This design comes from an exercise in tuning for small area, a short achievable clock period and few clock cycles per item on the open sky130 flow, not from production work. Only simulation tests tie the RTL to the original design; equivalence was not proved.

$ cat design/flow/config.mk
export PLATFORM = sky130hd
export DESIGN_NAME = ascon_hash_top
export DESIGN_NICKNAME = ascon_hash_top
export VERILOG_FILES = /design/flow/design.v
export SDC_FILE = /design/flow/constraint.sdc
export NUM_CORES = 4
export LEC_CHECK = 0
export CAP_MARGIN = 20
export CORE_MARGIN = 2
export CORE_UTILIZATION = 40
export SLEW_MARGIN = 20
$ cat design/flow/constraint.sdc
create_clock -name core_clock -period 10.0 [get_ports {clk}]
set_input_delay 2.0000 -clock core_clock [delete_from_list [all_inputs] [get_ports {clk}]]
set_output_delay 2.0000 -clock core_clock [all_outputs]
set_load 0.01 [all_outputs]
$ cat design/flow/design.v
`timescale 1ns/10ps
package ascon_pkg;
    typedef logic [63:0] lane_t;
    typedef logic [319:0] state_t;
    localparam int ROUNDS = 12;
    typedef logic [3:0] round_idx_t;
    localparam logic [8*ROUNDS-1:0] ROUND_CONST = {
        8'h4b, 8'h5a, 8'h69, 8'h78,
        8'h87, 8'h96, 8'ha5, 8'hb4,
        8'hc3, 8'hd2, 8'he1, 8'hf0
    };
endpackage
`timescale 1ns/10ps
package hash_pkg;
    localparam int BLOCK_BITS = 64;
    localparam int KEEP_BITS = BLOCK_BITS / 8;
    typedef logic [BLOCK_BITS-1:0] block_t;
    typedef logic [KEEP_BITS-1:0] keep_t;
    localparam logic [63:0] HASH_IV = 64'h0000080100cc0002;
    localparam int DIGEST_WORDS = 4;
    typedef logic [1:0] beat_cnt_t;
endpackage
`timescale 1ns/10ps
module ascon_round (
    input  ascon_pkg::state_t     state_i,
    input  ascon_pkg::round_idx_t round_i,
    output ascon_pkg::state_t     state_o
);
    ascon_pkg::lane_t a0, a1, a2, a3, a4;
    ascon_pkg::lane_t t0, t1, t2, t3, t4;
    function automatic ascon_pkg::lane_t ror(input ascon_pkg::lane_t v, input int n);
        ror = (v >> n) | (v << (64 - n));
    endfunction
    always_comb begin
        a0 = state_i[0 +: 64];
        a1 = state_i[64 +: 64];
        a2 = state_i[128 +: 64] ^ {56'd0, ascon_pkg::ROUND_CONST[8*round_i +: 8]};
        a3 = state_i[192 +: 64];
        a4 = state_i[256 +: 64];
        a0 = a0 ^ a4;
        a4 = a4 ^ a3;
        a2 = a2 ^ a1;
        t0 = ~a0 & a1;
        t1 = ~a1 & a2;
        t2 = ~a2 & a3;
        t3 = ~a3 & a4;
        t4 = ~a4 & a0;
        a0 = a0 ^ t1;
        a1 = a1 ^ t2;
        a2 = a2 ^ t3;
        a3 = a3 ^ t4;
        a4 = a4 ^ t0;
        a1 = a1 ^ a0;
        a0 = a0 ^ a4;
        a3 = a3 ^ a2;
        a2 = ~a2;
        state_o[0 +: 64] = a0 ^ ror(a0, 19) ^ ror(a0, 28);
        state_o[64 +: 64] = a1 ^ ror(a1, 61) ^ ror(a1, 39);
        state_o[128 +: 64] = a2 ^ ror(a2, 1) ^ ror(a2, 6);
        state_o[192 +: 64] = a3 ^ ror(a3, 10) ^ ror(a3, 17);
        state_o[256 +: 64] = a4 ^ ror(a4, 7) ^ ror(a4, 41);
    end
endmodule
`timescale 1ns/10ps
module ascon_permutation #(
    parameter int ROUNDS_PER_CYCLE = 1
) (
    input  logic              clk,
    input  logic              rst_i,
    input  logic              load_i,
    input  ascon_pkg::state_t load_state_i,
    input  logic              start_i,
    output ascon_pkg::state_t state_o,
    output logic              ready_o
);
    ascon_pkg::state_t     state_q;
    logic [320*(ROUNDS_PER_CYCLE+1)-1:0] chain;
    ascon_pkg::round_idx_t round_cnt;
    ascon_pkg::round_idx_t round_base;
    logic                  running;
    logic                  last_step;
    assign round_base = running ? round_cnt : '0;
    assign last_step  = running &&
                        (int'(round_cnt) + ROUNDS_PER_CYCLE >= ascon_pkg::ROUNDS);
    always_comb begin
        chain[319:0] = load_i ? load_state_i : state_q;
    end
    for (genvar k = 0; k < ROUNDS_PER_CYCLE; k++) begin : g_round
        ascon_round u_round (
            .state_i (chain[320*k +: 320]),
            .round_i (ascon_pkg::round_idx_t'(round_base + k)),
            .state_o (chain[320*(k+1) +: 320])
        );
    end
    always_ff @(posedge clk) begin
        if (rst_i) begin
            running   <= 1'b0;
            round_cnt <= '0;
        end else if (start_i) begin
            running   <= 1'b1;
            round_cnt <= ascon_pkg::round_idx_t'(ROUNDS_PER_CYCLE);
        end else if (last_step) begin
            running   <= 1'b0;
            round_cnt <= '0;
        end else if (running) begin
            round_cnt <= round_cnt + ascon_pkg::round_idx_t'(ROUNDS_PER_CYCLE);
        end
    end
    always_ff @(posedge clk) begin
        if (start_i || running) begin
            state_q <= chain[320*ROUNDS_PER_CYCLE +: 320];
        end else if (load_i) begin
            state_q <= chain[319:0];
        end
    end
    assign state_o = state_q;
    assign ready_o = ~running;
endmodule
`timescale 1ns/10ps
module ascon_padder (
    input  logic              clk,
    input  logic              rst_i,
    input  logic              active_i,
    input  hash_pkg::block_t  s_tdata_i,
    input  hash_pkg::keep_t   s_tkeep_i,
    input  logic              s_tlast_i,
    input  logic              s_tvalid_i,
    output logic              s_tready_o,
    output hash_pkg::block_t  blk_data_o,
    output logic              blk_final_o,
    output logic              blk_valid_o,
    input  logic              blk_ready_i
);
    hash_pkg::block_t hold_data;
    hash_pkg::block_t pad_data;
    hash_pkg::keep_t  pad_pos;
    logic             hold_valid;
    logic             hold_final;
    logic             pend_extra;
    logic             full_beat;
    logic             beat_xfer;
    logic             blk_xfer;
    assign s_tready_o = active_i && !hold_valid;
    assign beat_xfer  = s_tvalid_i && s_tready_o;
    assign blk_xfer   = blk_valid_o && blk_ready_i;
    assign full_beat  = &s_tkeep_i;
    assign pad_pos = ~s_tkeep_i & {s_tkeep_i[hash_pkg::KEEP_BITS-2:0], 1'b1};
    always_comb begin
        for (int b = 0; b < hash_pkg::KEEP_BITS; b++) begin
            if (s_tkeep_i[b]) begin
                pad_data[8*b +: 8] = s_tdata_i[8*b +: 8];
            end else begin
                pad_data[8*b +: 8] = pad_pos[b] ? 8'h01 : 8'h00;
            end
        end
    end
    always_ff @(posedge clk) begin
        if (rst_i) begin
            hold_valid <= 1'b0;
            hold_final <= 1'b0;
            pend_extra <= 1'b0;
        end else if (blk_xfer) begin
            if (pend_extra) begin
                hold_final <= 1'b1;
                pend_extra <= 1'b0;
            end else begin
                hold_valid <= 1'b0;
            end
        end else if (beat_xfer) begin
            hold_valid <= 1'b1;
            hold_final <= s_tlast_i && !full_beat;
            pend_extra <= s_tlast_i && full_beat;
        end
    end
    always_ff @(posedge clk) begin
        if (blk_xfer && pend_extra) begin
            hold_data <= hash_pkg::block_t'(1);
        end else if (beat_xfer) begin
            hold_data <= pad_data;
        end
    end
    assign blk_data_o  = hold_data;
    assign blk_final_o = hold_final;
    assign blk_valid_o = hold_valid;
endmodule
`timescale 1ns/10ps
module hash_ctrl (
    input  logic              clk,
    input  logic              rst_i,
    input  logic              start_i,
    output logic              busy_o,
    output logic              done_o,
    input  hash_pkg::block_t  blk_data_i,
    input  logic              blk_final_i,
    input  logic              blk_valid_i,
    output logic              blk_ready_o,
    output logic              perm_load_o,
    output ascon_pkg::state_t perm_load_state_o,
    output logic              perm_start_o,
    input  ascon_pkg::state_t perm_state_i,
    input  logic              perm_ready_i,
    output hash_pkg::block_t  m_tdata_o,
    output logic              m_tlast_o,
    output logic              m_tvalid_o,
    input  logic              m_tready_i
);
    localparam logic [2:0] ST_IDLE    = 3'd0;
    localparam logic [2:0] ST_INIT    = 3'd1;
    localparam logic [2:0] ST_ABSORB  = 3'd2;
    localparam logic [2:0] ST_SQUEEZE = 3'd3;
    localparam logic [2:0] ST_WAIT    = 3'd4;
    logic [2:0]          state_q, state_d;
    logic                to_squeeze_q, to_squeeze_d;
    hash_pkg::beat_cnt_t beat_cnt_q;
    ascon_pkg::state_t   cur;
    ascon_pkg::state_t   nxt;
    logic                blk_xfer;
    logic                out_xfer;
    logic                last_beat;
    always_comb begin
        cur = perm_state_i;
    end
    assign busy_o        = (state_q != ST_IDLE);
    assign blk_ready_o = (state_q == ST_ABSORB) && perm_ready_i;
    assign blk_xfer      = blk_valid_i && blk_ready_o;
    assign last_beat     = (beat_cnt_q == hash_pkg::beat_cnt_t'(hash_pkg::DIGEST_WORDS - 1));
    assign m_tvalid_o = (state_q == ST_SQUEEZE);
    assign m_tdata_o  = cur[0 +: 64];
    assign m_tlast_o  = m_tvalid_o && last_beat;
    assign out_xfer   = m_tvalid_o && m_tready_i;
    assign done_o     = out_xfer && last_beat;
    always_comb begin
        nxt = '0;
        if (state_q == ST_INIT) begin
            nxt[0 +: 64] = hash_pkg::HASH_IV;
        end else begin
            nxt      = cur;
            nxt[0 +: 64] = cur[0 +: 64] ^ blk_data_i;
        end
    end
    assign perm_load_state_o = nxt;
    assign perm_load_o       = ((state_q == ST_INIT) && perm_ready_i) || blk_xfer;
    assign perm_start_o      = perm_load_o || (out_xfer && !last_beat);
    always_comb begin
        state_d      = state_q;
        to_squeeze_d = to_squeeze_q;
        case (state_q)
            ST_IDLE: begin
                if (start_i) state_d = ST_INIT;
            end
            ST_INIT: begin
                if (perm_ready_i) begin
                    state_d      = ST_WAIT;
                    to_squeeze_d = 1'b0;
                end
            end
            ST_ABSORB: begin
                if (blk_xfer) begin
                    state_d      = ST_WAIT;
                    to_squeeze_d = blk_final_i;
                end
            end
            ST_WAIT: begin
                if (perm_ready_i) state_d = to_squeeze_q ? ST_SQUEEZE : ST_ABSORB;
            end
            ST_SQUEEZE: begin
                if (out_xfer) state_d = last_beat ? ST_IDLE : ST_WAIT;
            end
            default: state_d = ST_IDLE;
        endcase
    end
    always_ff @(posedge clk) begin
        if (rst_i) begin
            state_q      <= ST_IDLE;
            to_squeeze_q <= 1'b0;
            beat_cnt_q   <= '0;
        end else begin
            state_q      <= state_d;
            to_squeeze_q <= to_squeeze_d;
            if (state_q == ST_INIT) begin
                beat_cnt_q <= '0;
            end else if (out_xfer) begin
                beat_cnt_q <= beat_cnt_q + 2'd1;
            end
        end
    end
endmodule
`timescale 1ns/10ps
module ascon_hash_top #(
    parameter int ROUNDS_PER_CYCLE = 1
) (
    input  logic              clk,
    input  logic              rst_i,
    input  logic              start_i,
    output logic              busy_o,
    output logic              done_o,
    input  hash_pkg::block_t  s_tdata_i,
    input  hash_pkg::keep_t   s_tkeep_i,
    input  logic              s_tlast_i,
    input  logic              s_tvalid_i,
    output logic              s_tready_o,
    output hash_pkg::block_t  m_tdata_o,
    output logic              m_tlast_o,
    output logic              m_tvalid_o,
    input  logic              m_tready_i
);
    hash_pkg::block_t  blk_data;
    logic              blk_final;
    logic              blk_valid;
    logic              blk_ready;
    logic              perm_load;
    ascon_pkg::state_t perm_load_state;
    logic              perm_start;
    ascon_pkg::state_t perm_state;
    logic              perm_ready;
    ascon_padder u_padder (
        .clk         (clk),
        .rst_i       (rst_i),
        .active_i    (busy_o),
        .s_tdata_i   (s_tdata_i),
        .s_tkeep_i   (s_tkeep_i),
        .s_tlast_i   (s_tlast_i),
        .s_tvalid_i  (s_tvalid_i),
        .s_tready_o  (s_tready_o),
        .blk_data_o  (blk_data),
        .blk_final_o (blk_final),
        .blk_valid_o (blk_valid),
        .blk_ready_i (blk_ready)
    );
    ascon_permutation #(
        .ROUNDS_PER_CYCLE (ROUNDS_PER_CYCLE)
    ) u_permutation (
        .clk          (clk),
        .rst_i        (rst_i),
        .load_i       (perm_load),
        .load_state_i (perm_load_state),
        .start_i      (perm_start),
        .state_o      (perm_state),
        .ready_o      (perm_ready)
    );
    hash_ctrl u_hash_ctrl (
        .clk               (clk),
        .rst_i             (rst_i),
        .start_i           (start_i),
        .busy_o            (busy_o),
        .done_o            (done_o),
        .blk_data_i        (blk_data),
        .blk_final_i       (blk_final),
        .blk_valid_i       (blk_valid),
        .blk_ready_o       (blk_ready),
        .perm_load_o       (perm_load),
        .perm_load_state_o (perm_load_state),
        .perm_start_o      (perm_start),
        .perm_state_i      (perm_state),
        .perm_ready_i      (perm_ready),
        .m_tdata_o         (m_tdata_o),
        .m_tlast_o         (m_tlast_o),
        .m_tvalid_o        (m_tvalid_o),
        .m_tready_i        (m_tready_i)
    );
endmodule
$ cat design/flow/run.sh
#!/bin/bash
# synth_recipe.tcl (not shown) runs the flow's synth.tcl, then flattens the netlist and writes it again
# the make line also repeats each setting of config.mk as NAME=value (left out here)
make -C /OpenROAD-flow-scripts/flow DESIGN_CONFIG=/design/flow/config.mk WORK_HOME=/design/flow/orfs CLKGATE_MAP_FILE= SYNTH_SCRIPT=/design/flow/synth_recipe.tcl finish
==> notes.md <==
critical path: stages, from the launching register on:
cell,delay (ps)
dfxtp_1,820
nand2b_1,750
nand2_1,600
nand2_1,330
o21ai_0,240
nor2_4,120
buf_4,540
buf_4,820
buf_4,730
o21ai_0,210
cell type report:
class / instances / area, sq um / share of cell area
Clock buffer: 72 / 1438 / 0.03438
Inverter: 81 / 311.5 / 0.007450
Timing Repair Buffer: 204 / 1972 / 0.04715
Clock inverter: 18 / 101.3 / 0.002424
Sequential cell: 398 / 11170 / 0.2672
Tap cell: 1276 / 1597 / 0.03818
Multi-Input combinational cell: 3528 / 25220 / 0.6032
state kept, by name, indices dropped and copies added (netlist names):
| name | count |
|---|---|
| u_permutation.round_cnt | 4 |
| u_padder.hold_valid | 1 |
| u_permutation.state_q | 320 |
| u_padder.hold_final | 1 |
| u_permutation.running | 1 |
| u_hash_ctrl.to_squeeze_q | 1 |
| u_hash_ctrl.beat_cnt_q | 2 |
| u_padder.hold_data | 64 |
| u_padder.pend_extra | 1 |
| u_hash_ctrl.state_q | 3 |
path summary, 6_finish.rpt:
kind / startpoint / end / slack [ps] / depth (start not counted)
hold / removal: u_padder.hold_data[9] / u_padder.hold_data[9] / 480 / 1
setup / recovery: u_hash_ctrl.state_q[1] / u_permutation.state_q[295] / 4490 / 9
setup reg to reg: u_hash_ctrl.state_q[1] / u_permutation.state_q[295] / 4490 / 9
hold reg to reg: u_padder.hold_data[9] / u_padder.hold_data[9] / 480 / 1
routing by layer:
| metal | wire [um] | part of all wire |
|---|---|---|
| met5 | 0 | 0 |
| met4 | 13400 | 0.085 |
| met3 | 16630 | 0.11 |
| met2 | 65170 | 0.41 |
| met1 | 62410 | 0.40 |
synthesized netlist by cell type (all sizes together) (18+ instances only):
| cell | count | area share |
|---|---|---|
| clkbuf | 214 | 0.021 |
| a21oi | 252 | 0.033 |
| nor2 | 326 | 0.032 |
| a31oi | 82 | 0.013 |
| xor2 | 249 | 0.060 |
| nor3 | 44 | 0.0058 |
| and3 | 35 | 0.0057 |
| o211ai | 68 | 0.015 |
| inv | 81 | 0.0079 |
| o311ai | 18 | 0.0043 |
| nand3 | 219 | 0.028 |
| nor2b | 70 | 0.011 |
| a32o | 57 | 0.015 |
| edfxtp | 320 | 0.25 |
| or3 | 47 | 0.0076 |
| dfxtp | 78 | 0.040 |
| buf | 199 | 0.032 |
| nand4 | 18 | 0.0029 |
| nand2b | 38 | 0.0061 |
| o21ai | 291 | 0.038 |
| ha | 60 | 0.019 |
| mux2i | 103 | 0.027 |
| xnor3 | 44 | 0.026 |
| o2111ai | 20 | 0.0045 |
| mux2 | 18 | 0.0052 |
| nand2 | 311 | 0.030 |
| a31o | 20 | 0.0045 |
| and2 | 131 | 0.021 |
| xnor2 | 761 | 0.18 |
stage by stage:
| step | hold WS, ps | instances | utilization |
|---|---|---|---|
| floorplan | 433.9 | 4420 | - |
| global placement | 446.7 | 5487 | 0.4178 |
| detailed placement | 467.8 | 5487 | 0.4181 |
| CTS | 481.1 | 5577 | 0.4340 |
| global route | 490.2 | 5577 | 0.4343 |
| finish | 475.3 | 5577 | 0.4343 |
logic make-up (layout without fill, tap and decap cells):
kind of cell	after synthesis	count (layout)	synth area share
AOI/OAI and AO/OA	966	966	0.1642
xor gates and xnor gates	1057	1057	0.2630
adders and majority gates	60	60	0.01942
buffers and inverters	494	375	0.06072
DFF	398	398	0.2890
muxes	121	121	0.03272
and+or+nand+nor	1324	1324	0.1710
==> results.ini <==
[sta]
setup_viol = 0
worst_pin_slew_ps = 1246
slew_headroom = 0.1636
period_needed_ps = 5509
fin_tns_setup_ps = 0
slew_viol_final = 0
rsz0062_at_grt = no
hold_viol = 0
fin_skew_ps = 27.87
layout_setup_ws_ps = 4491
finalCritPeriodShare = 0.5509
fmax_mhz = 181.5

[floorplan]
dieArea_sq_mm = 0.09915
initial_utilization = 0.4015
ioPinCount = 147
die_h_um = 314.9
std_cell_rows = 114
die_w_um = 314.9
core_sq_mm = 0.09628

[synthesis]
synth-edff-count = 320
netlist_instances = 4420
synth.net_count = 4558
synth_area_sq_mm = 0.03866
synth_seq_cells = 398
async_flop_share = 0
yosys_warnings = 4
synth_cell_type_count = 108
ys_seq_area_frac = 0.2890
synth_area_per_cell_sq_um = 8.746
ys.flop_type = edfxtp_1

[finish]
fillers = 9465
final_area_sq_mm = 0.04182
final_cell_mix = 739 x xnor2_1, 322 x nor2_1, 320 x edfxtp_1
area_delta_synth_final_pct = 8.172
diodes = 0
nets = 4401
final_common_cell = xnor2_1
drive_above_1_share = 0.06603

[placed_design]
portBuffers = 146
dp_hpwl_mm = 119.7
placed_cell_area_sq_mm = 0.04025
place_ws_ps = 4388
finalWeightedCongestion = 1.052

[detailed_routing]
avgRoutedWirePerCell_um = 28.26
remaining_drc_errors = 0
drtIter0Drc = 4971
vias_per_cell = 6.047
final_antenna_net_count = 0
drt_wl_total_mm = 157.6
dr.pass1.iters = 8
via_count = 33726

[clock_tree]
postCtsHoldBufs = 0
htree_num_levels = 2
cts_buffer_depth = 3
cts_setup_buffers = 0
cts.sinks = 398
insertion_delay_ps = 630
cts.repair.resized = 0
cts_tree = built
clockRootBuffer = clkbuf_16
clkSlewWorstSetupHoldPaths_ps = 60
numCtsBuffers = 50

[status]
status = timing/DRC/antenna clean

[global_routing]
gr-usage-met2 = 0.4475
first_global_vias = 30077
grt_max_degree = 171
antenna_found_initial = 2
groute.usage.overall = 0.3097
grt.busiest_layer = met2
grt_overflow_total = 0
grt.met1_usage = 0.4107
grt_first_pass_wirelength_mm = 222.1
globalRouteMet3Util = 0.06420

[worst_setup_path]
crit_type = flop to flop
critPathMaxFanout = 86
cp-start-kind = flop
arrival_ps = 5840
endpoint_kind = flop
critPathRequiredTime_ps = 10330

[worst_hold_path]
min_path_type = flop to flop

[flow_run]
cap_viol_max_count = 0

Testbench counts, summed over its fixed seeds: cycles 48,339, bytes 20,059.

re-timing with driven ports:
Ports are ideal in the flow. The routed layout listed here was re-timed in OpenROAD. Step 1: set_driving_cell puts a clkbuf_16 on clk and a buf_2 on each other input, an assumption about the parent block. Step 2 times the ports against the registers' clock, not the clock port: input delays grow and output delays shrink by t, the midpoint of the rising clock arrivals with the driver on. Slacks: ideal / step 1 / step 2; pairs: ideal / step 1.
shift t [ns]: 0.695
slack for setup (ns): 4.491 / 4.491 / 4.284
worst setup path after step 2: input to register
worst slew at a driven data input, ns: 0.07
pins driven straight from the clock port: 1
After both steps this run still meets setup and hold. The setup slack of this run moves by 0.000 ns with the drivers and by -0.207 ns with both steps.
